This design comes from an exercise in tuning for small area and a short achievable clock period on the open sky130 flow, not from production work. Function was checked by simulation only, so behaviour that the tests miss may differ from the original. Power figures rest on the tool's default switching activity, not on a simulated workload.

Design statevec_collector, start of the top module:
module statevec_collector #(
    parameter int AMP_WIDTH = qsof_pkg::AMP_WIDTH_DEF,
    parameter int N_QUBIT   = qsof_pkg::N_QUBIT_DEF
) (
    input  logic                        clk,
    input  logic                        aclr,
    input  logic                        clk_en,
    input  logic                        start,
    input  logic                        valid_in,
    input  logic signed [AMP_WIDTH-1:0] amp_in_real,
    input  logic signed [AMP_WIDTH-1:0] amp_in_img,
    input  logic        [N_QUBIT-1:0]   state_in,
    input  logic                        rd_en,
    input  logic        [N_QUBIT-1:0]   rd_addr,
    output logic signed [AMP_WIDTH-1:0] rd_amp_real,
    output logic signed [AMP_WIDTH-1:0] rd_amp_img,
    output logic                        rd_valid,
    output logic        [N_QUBIT:0]     count,
    output logic                        busy,
    output logic                        frame_done,
    output logic                        dup_err,
    output logic                        stray_err
);
export LEC_CHECK = 0
export CAP_MARGIN = 20
export CORE_MARGIN = 2
export CORE_UTILIZATION = 55
export CTS_CLUSTER_DIAMETER = 100
export CTS_CLUSTER_SIZE = 24
export SETUP_SLACK_MARGIN = 0.9
export SLEW_MARGIN = 20
export TNS_END_PERCENT = 5
create_clock -name core_clock -period 2.8 [get_ports {clk}]
standard.sh (not shown) runs the stock make flow with config.mk's settings and CLKGATE_MAP_FILE= SYNTH_SCRIPT=/design/flow/synth_recipe.tcl, a recipe that flattens the netlist after the stock synthesis.
==> flow/flow/run.sh <==
#!/bin/bash
# The standard layout (the standard.sh: ORFS synthesis through finish, with
# config.mk's settings), with two make variables added on its command line:
#  - BUFFER_PORTS_ARGS: every input and output port still gets its own buffer,
#    but a buf_4 instead of the slow delay cell port buffering otherwise picks;
#  - DONT_USE_CELLS: the platform's don't-use list plus the largest plain buffers,
#    so fanout trees are built from smaller buffers.
# make's output goes to orfs_make.log here (ORFS's own logs are under orfs/logs).
set -euo pipefail
DU="sky130_fd_sc_hd__probe_p_8 sky130_fd_sc_hd__probec_p_8 sky130_fd_sc_hd__lpflow_bleeder_1 sky130_fd_sc_hd__lpflow_clkbufkapwr_1 sky130_fd_sc_hd__lpflow_clkbufkapwr_16 sky130_fd_sc_hd__lpflow_clkbufkapwr_2 sky130_fd_sc_hd__lpflow_clkbufkapwr_4 sky130_fd_sc_hd__lpflow_clkbufkapwr_8 sky130_fd_sc_hd__lpflow_clkinvkapwr_1 sky130_fd_sc_hd__lpflow_clkinvkapwr_16 sky130_fd_sc_hd__lpflow_clkinvkapwr_2 sky130_fd_sc_hd__lpflow_clkinvkapwr_4 sky130_fd_sc_hd__lpflow_clkinvkapwr_8 sky130_fd_sc_hd__lpflow_decapkapwr_12 sky130_fd_sc_hd__lpflow_decapkapwr_3 sky130_fd_sc_hd__lpflow_decapkapwr_4 sky130_fd_sc_hd__lpflow_decapkapwr_6 sky130_fd_sc_hd__lpflow_decapkapwr_8 sky130_fd_sc_hd__lpflow_inputiso0n_1 sky130_fd_sc_hd__lpflow_inputiso0p_1 sky130_fd_sc_hd__lpflow_inputiso1n_1 sky130_fd_sc_hd__lpflow_inputiso1p_1 sky130_fd_sc_hd__lpflow_inputisolatch_1 sky130_fd_sc_hd__lpflow_isobufsrc_1 sky130_fd_sc_hd__lpflow_isobufsrc_16 sky130_fd_sc_hd__lpflow_isobufsrc_2 sky130_fd_sc_hd__lpflow_isobufsrc_4 sky130_fd_sc_hd__lpflow_isobufsrc_8 sky130_fd_sc_hd__lpflow_isobufsrckapwr_16 sky130_fd_sc_hd__lpflow_lsbuf_lh_hl_isowell_tap_1 sky130_fd_sc_hd__lpflow_lsbuf_lh_hl_isowell_tap_2 sky130_fd_sc_hd__lpflow_lsbuf_lh_hl_isowell_tap_4 sky130_fd_sc_hd__lpflow_lsbuf_lh_isowell_4 sky130_fd_sc_hd__lpflow_lsbuf_lh_isowell_tap_1 sky130_fd_sc_hd__lpflow_lsbuf_lh_isowell_tap_2 sky130_fd_sc_hd__lpflow_lsbuf_lh_isowell_tap_4  sky130_fd_sc_hd__buf_12 sky130_fd_sc_hd__buf_16"
bash standard.sh "BUFFER_PORTS_ARGS=-buffer_cell sky130_fd_sc_hd__buf_4" "DONT_USE_CELLS=$DU" finish > orfs_make.log 2>&1
Change:
==> flow/run.sh (new file) <==
#!/bin/bash
# synth_recipe.tcl (not shown) runs the flow's synth.tcl, then flattens the netlist and writes it again
# the make line also repeats each setting of config.mk as NAME=value (left out here)
make -C /OpenROAD-flow-scripts/flow DESIGN_CONFIG=/design/flow/config.mk WORK_HOME=/design/flow/orfs CLKGATE_MAP_FILE= SYNTH_SCRIPT=/design/flow/synth_recipe.tcl finish
--- a/flow/config.mk
+++ b/flow/config.mk
@@ -13 +13 @@
-export SETUP_SLACK_MARGIN = 0.9
+export SETUP_SLACK_MARGIN = 1.2
@@ -15 +14,0 @@
-export TNS_END_PERCENT = 5
removed: flow/flow/run.sh
removed: flow/standard.sh
After rerunning:
- register-to-register slack loses 50 ps
- final area grows by 17%
- total power grows by 3.9%
- global-route usage grows by 3.0 points
- worst hold slack gains 170 ps
- maximum frequency grows by 0.95%
- cell count grows by 6.3%
- die area is about the same
Change:
==> flow/flow/run.sh (new file) <==
#!/bin/bash
# The standard layout (the standard.sh: ORFS synthesis through finish, with
# config.mk's settings), with two make variables added on its command line:
#  - BUFFER_PORTS_ARGS: every input and output port still gets its own buffer,
#    but a buf_4 instead of the slow delay cell port buffering otherwise picks;
#  - DONT_USE_CELLS: the platform's don't-use list plus the three largest plain buffers,
#    so fanout trees are built from smaller buffers.
# make's output goes to orfs_make.log here (ORFS's own logs are under orfs/logs).
set -euo pipefail
DU="sky130_fd_sc_hd__probe_p_8 sky130_fd_sc_hd__probec_p_8 sky130_fd_sc_hd__lpflow_bleeder_1 sky130_fd_sc_hd__lpflow_clkbufkapwr_1 sky130_fd_sc_hd__lpflow_clkbufkapwr_16 sky130_fd_sc_hd__lpflow_clkbufkapwr_2 sky130_fd_sc_hd__lpflow_clkbufkapwr_4 sky130_fd_sc_hd__lpflow_clkbufkapwr_8 sky130_fd_sc_hd__lpflow_clkinvkapwr_1 sky130_fd_sc_hd__lpflow_clkinvkapwr_16 sky130_fd_sc_hd__lpflow_clkinvkapwr_2 sky130_fd_sc_hd__lpflow_clkinvkapwr_4 sky130_fd_sc_hd__lpflow_clkinvkapwr_8 sky130_fd_sc_hd__lpflow_decapkapwr_12 sky130_fd_sc_hd__lpflow_decapkapwr_3 sky130_fd_sc_hd__lpflow_decapkapwr_4 sky130_fd_sc_hd__lpflow_decapkapwr_6 sky130_fd_sc_hd__lpflow_decapkapwr_8 sky130_fd_sc_hd__lpflow_inputiso0n_1 sky130_fd_sc_hd__lpflow_inputiso0p_1 sky130_fd_sc_hd__lpflow_inputiso1n_1 sky130_fd_sc_hd__lpflow_inputiso1p_1 sky130_fd_sc_hd__lpflow_inputisolatch_1 sky130_fd_sc_hd__lpflow_isobufsrc_1 sky130_fd_sc_hd__lpflow_isobufsrc_16 sky130_fd_sc_hd__lpflow_isobufsrc_2 sky130_fd_sc_hd__lpflow_isobufsrc_4 sky130_fd_sc_hd__lpflow_isobufsrc_8 sky130_fd_sc_hd__lpflow_isobufsrckapwr_16 sky130_fd_sc_hd__lpflow_lsbuf_lh_hl_isowell_tap_1 sky130_fd_sc_hd__lpflow_lsbuf_lh_hl_isowell_tap_2 sky130_fd_sc_hd__lpflow_lsbuf_lh_hl_isowell_tap_4 sky130_fd_sc_hd__lpflow_lsbuf_lh_isowell_4 sky130_fd_sc_hd__lpflow_lsbuf_lh_isowell_tap_1 sky130_fd_sc_hd__lpflow_lsbuf_lh_isowell_tap_2 sky130_fd_sc_hd__lpflow_lsbuf_lh_isowell_tap_4  sky130_fd_sc_hd__buf_8 sky130_fd_sc_hd__buf_12 sky130_fd_sc_hd__buf_16"
bash standard.sh "BUFFER_PORTS_ARGS=-buffer_cell sky130_fd_sc_hd__buf_4" "DONT_USE_CELLS=$DU" finish > orfs_make.log 2>&1
==> flow/standard.sh (new file) <==
#!/bin/bash
# synth_recipe.tcl (not shown) runs the flow's synth.tcl, then flattens the netlist and writes it again
# the make line also repeats each setting of config.mk as NAME=value (left out here)
make -C /OpenROAD-flow-scripts/flow DESIGN_CONFIG=/design/flow/config.mk WORK_HOME=/design/flow/orfs CLKGATE_MAP_FILE= SYNTH_SCRIPT=/design/flow/synth_recipe.tcl "${@:-finish}"
--- a/flow/config.mk
+++ b/flow/config.mk
@@ -13 +13 @@
-export SETUP_SLACK_MARGIN = 1.2
+export SETUP_SLACK_MARGIN = 0.9
@@ -14,0 +15 @@
+export TNS_END_PERCENT = 5
removed: flow/run.sh
The changed run finished clean.
Critical path depth rises by 3.
Routed wire length is lower by roughly a tenth.
Non-clock buffer count is higher by 96.
Utilization fell by 9.3 points.
Change:
==> flow/run.sh (new file) <==
#!/bin/bash
# synth_recipe.tcl (not shown) runs the flow's synth.tcl, then flattens the netlist and writes it again
# the make line also repeats each setting of config.mk as NAME=value (left out here)
make -C /OpenROAD-flow-scripts/flow DESIGN_CONFIG=/design/flow/config.mk WORK_HOME=/design/flow/orfs CLKGATE_MAP_FILE= SYNTH_SCRIPT=/design/flow/synth_recipe.tcl finish
--- a/flow/config.mk
+++ b/flow/config.mk
@@ -10 +10 @@
-export CORE_UTILIZATION = 55
+export CORE_UTILIZATION = 70
removed: flow/flow/run.sh
removed: flow/standard.sh
=>
- total power goes up by 0.72%
- design area goes up by 2.9%
- setup slack improves by 120 ps
- register-to-register slack improves by 210 ps
- non-clock buffer count goes down by 606
- final cell count goes down by 13%
- combinational power goes up by 12%
- via count goes down by 1.1%
- sequential cell count does not change
- wire length goes down by 4.5%

---

The RTL this note starts from:
==> flow/design.v <==
package qsof_pkg;
    localparam int AMP_WIDTH_DEF = 32;
    localparam int N_QUBIT_DEF   = 5;
    typedef enum logic [1:0] {
        IDLE    = 2'd0,
        COLLECT = 2'd1,
        DONE    = 2'd2
    } collector_state_e;
    typedef struct packed {
        logic signed [AMP_WIDTH_DEF-1:0] re;
        logic signed [AMP_WIDTH_DEF-1:0] im;
    } amp_pair_t;
endpackage
module statevec_ram #(
    parameter int WIDTH  = 2 * qsof_pkg::AMP_WIDTH_DEF,
    parameter int ADDR_W = qsof_pkg::N_QUBIT_DEF
) (
    input  logic                  clk,
    input  logic [2**ADDR_W-1:0]  we_i,
    input  logic [WIDTH-1:0]      wdata_i,
    input  logic [2**ADDR_W-1:0]  rsel_i,
    output logic [WIDTH-1:0]      rdata_o
);
    localparam int DEPTH = 2 ** ADDR_W;
    logic [WIDTH-1:0] mem_q [DEPTH];
    always_ff @(posedge clk) begin
        for (int i = 0; i < DEPTH; i++) begin
            if (we_i[i]) begin
                mem_q[i] <= wdata_i;
            end
        end
    end
    always_comb begin
        rdata_o = '0;
        for (int i = 0; i < DEPTH; i++) begin
            rdata_o = rdata_o | (mem_q[i] & {WIDTH{rsel_i[i]}});
        end
    end
endmodule
module statevec_collector #(
    parameter int AMP_WIDTH = qsof_pkg::AMP_WIDTH_DEF,
    parameter int N_QUBIT   = qsof_pkg::N_QUBIT_DEF
) (
    input  logic                        clk,
    input  logic                        aclr,
    input  logic                        clk_en,
    input  logic                        start,
    input  logic                        valid_in,
    input  logic signed [AMP_WIDTH-1:0] amp_in_real,
    input  logic signed [AMP_WIDTH-1:0] amp_in_img,
    input  logic        [N_QUBIT-1:0]   state_in,
    input  logic                        rd_en,
    input  logic        [N_QUBIT-1:0]   rd_addr,
    output logic signed [AMP_WIDTH-1:0] rd_amp_real,
    output logic signed [AMP_WIDTH-1:0] rd_amp_img,
    output logic                        rd_valid,
    output logic        [N_QUBIT:0]     count,
    output logic                        busy,
    output logic                        frame_done,
    output logic                        dup_err,
    output logic                        stray_err
);
    localparam int DEPTH = 2 ** N_QUBIT;
    logic               busy_q;
    logic [DEPTH-1:0]   blk_q;
    logic [N_QUBIT:0]   count_q;
    logic               dup_q;
    logic               stray_q;
    logic               rd_valid_q;
    logic [2*AMP_WIDTH-1:0] rdata_q;
    logic [DEPTH-1:0]   wdec, rdec, we;
    logic               hit, last, clr;
    logic [2*AMP_WIDTH-1:0] wdata, rdata;
    always_comb begin
        for (int i = 0; i < DEPTH; i++) begin
            wdec[i] = (state_in == N_QUBIT'(i));
            rdec[i] = (rd_addr  == N_QUBIT'(i));
        end
    end
    assign clr   = aclr | (clk_en & start);
    assign hit   = |(wdec & blk_q);
    assign we    = {DEPTH{clr}} | ({DEPTH{clk_en & valid_in}} & wdec & ~blk_q);
    assign wdata = clr ? '0 : {amp_in_real, amp_in_img};
    assign last  = (count_q[N_QUBIT-1:0] == {N_QUBIT{1'b1}});
    always_ff @(posedge clk) begin
        if (aclr) begin
            busy_q     <= 1'b0;
            blk_q      <= '1;
            count_q    <= '0;
            dup_q      <= 1'b0;
            stray_q    <= 1'b0;
            rd_valid_q <= 1'b0;
        end else if (clk_en) begin
            rd_valid_q <= rd_en;
            if (start) begin
                busy_q  <= 1'b1;
                blk_q   <= '0;
                count_q <= '0;
                dup_q   <= 1'b0;
                stray_q <= 1'b0;
            end else if (valid_in) begin
                blk_q <= blk_q | wdec;
                if (!busy_q) begin
                    stray_q <= 1'b1;
                end else if (hit) begin
                    dup_q <= 1'b1;
                end else begin
                    count_q <= count_q + 1'b1;
                    if (last) busy_q <= 1'b0;
                end
            end
        end
    end
    logic [2*AMP_WIDTH-1:0] rhold_q;
    logic                   rload;
    assign rload = clk_en & rd_en;
    always_ff @(posedge clk) begin
        if (clk_en) begin
            if (rd_en) rhold_q <= rdata;
        end
    end
    always_ff @(posedge clk) begin
        rdata_q <= rload ? rdata : rhold_q;
    end
    statevec_ram #(
        .WIDTH  (2 * AMP_WIDTH),
        .ADDR_W (N_QUBIT)
    ) u_ram (
        .clk     (clk),
        .we_i    (we),
        .wdata_i (wdata),
        .rsel_i  (rdec),
        .rdata_o (rdata)
    );
    assign rd_amp_real = rdata_q[2*AMP_WIDTH-1:AMP_WIDTH];
    assign rd_amp_img  = rdata_q[AMP_WIDTH-1:0];
    assign rd_valid    = rd_valid_q;
    assign count       = count_q;
    assign busy        = busy_q;
    assign frame_done  = count_q[N_QUBIT];
    assign dup_err     = dup_q;
    assign stray_err   = stray_q;
endmodule
Settings: LEC_CHECK=0, CAP_MARGIN=20, CORE_MARGIN=2, CORE_UTILIZATION=55, CTS_CLUSTER_DIAMETER=100, CTS_CLUSTER_SIZE=24, SETUP_SLACK_MARGIN=1.0, SLEW_MARGIN=20, TNS_END_PERCENT=5; clock period 2.8 ns.
run.sh (not shown) runs the stock make flow with config.mk's settings and CLKGATE_MAP_FILE= SYNTH_SCRIPT=/design/flow/synth_recipe.tcl, a recipe that flattens the netlist after the stock synthesis.
Stock flow here: none of the scripts above is used.
Rerun with:
SETUP_SLACK_MARGIN = 0.9   (was 1.0)
Fmax falls by 1.6%.
Power went down by 0.67%.
Setup slack degrades by 35 ps.
Wire length fell by 4.1%.
Critical path depth drops by 6.
Via count came out lower by 1.8%.

afterwards: timing with drivers on the ports:
The results above use ideal ports. As a check the final layouts listed here were re-extracted and re-timed, cells and wires unchanged. Step 1 (the two cells are an assumption about what drives the block):
set clk [get_ports {clk}]
set_driving_cell -lib_cell sky130_fd_sc_hd__clkbuf_16 $clk
set_driving_cell -lib_cell sky130_fd_sc_hd__buf_2 [delete_from_list [all_inputs] $clk]
Step 2, shift: input delay + t, output delay - t, t = (earliest + latest rising clock arrival at the registers) / 2. This alone moves slack from input paths to output paths. a / b / c = ideal ports / drivers / drivers and shift; a / b = the first two.
| run | t (ns) | setup slack, ns | hold WS [ns] | worst setup path after step 2 | clock arrival spread, ns |
|---|---|---|---|---|---|
| the first run of note 1 | 0.833 | 0.707 / 0.629 / -0.055 | 0.164 / 0.114 / 0.458 | input to register | 0.029 / 0.029 |
| the second run of note 1 | 0.833 | 0.727 / 0.643 / -0.028 | 0.337 / 0.293 / 0.490 | input to register | 0.042 / 0.042 |
| the third run of note 1 | 0.835 | 0.611 / 0.649 / -0.162 | 0.153 / 0.103 / 0.490 | input to register | 0.027 / 0.027 |
| the fourth run of note 1 | 0.814 | 0.731 / 0.653 / -0.017 | 0.429 / 0.371 / 0.466 | input to register | 0.027 / 0.027 |
| the first run of note 2 | 0.837 | 0.635 / 0.635 / -0.038 | 0.424 / 0.369 / 0.472 | input to register | 0.043 / 0.043 |
| the second run of note 2 | 0.839 | 0.600 / 0.522 / -0.039 | 0.332 / 0.271 / 0.484 | input to register | 0.040 / 0.039 |
Met with ideal ports but missed after step 2: setup timing in every run listed. For the third run of note 1, which loses most, drivers alone change the setup slack by +0.038 ns; drivers and shift together by -0.773 ns.
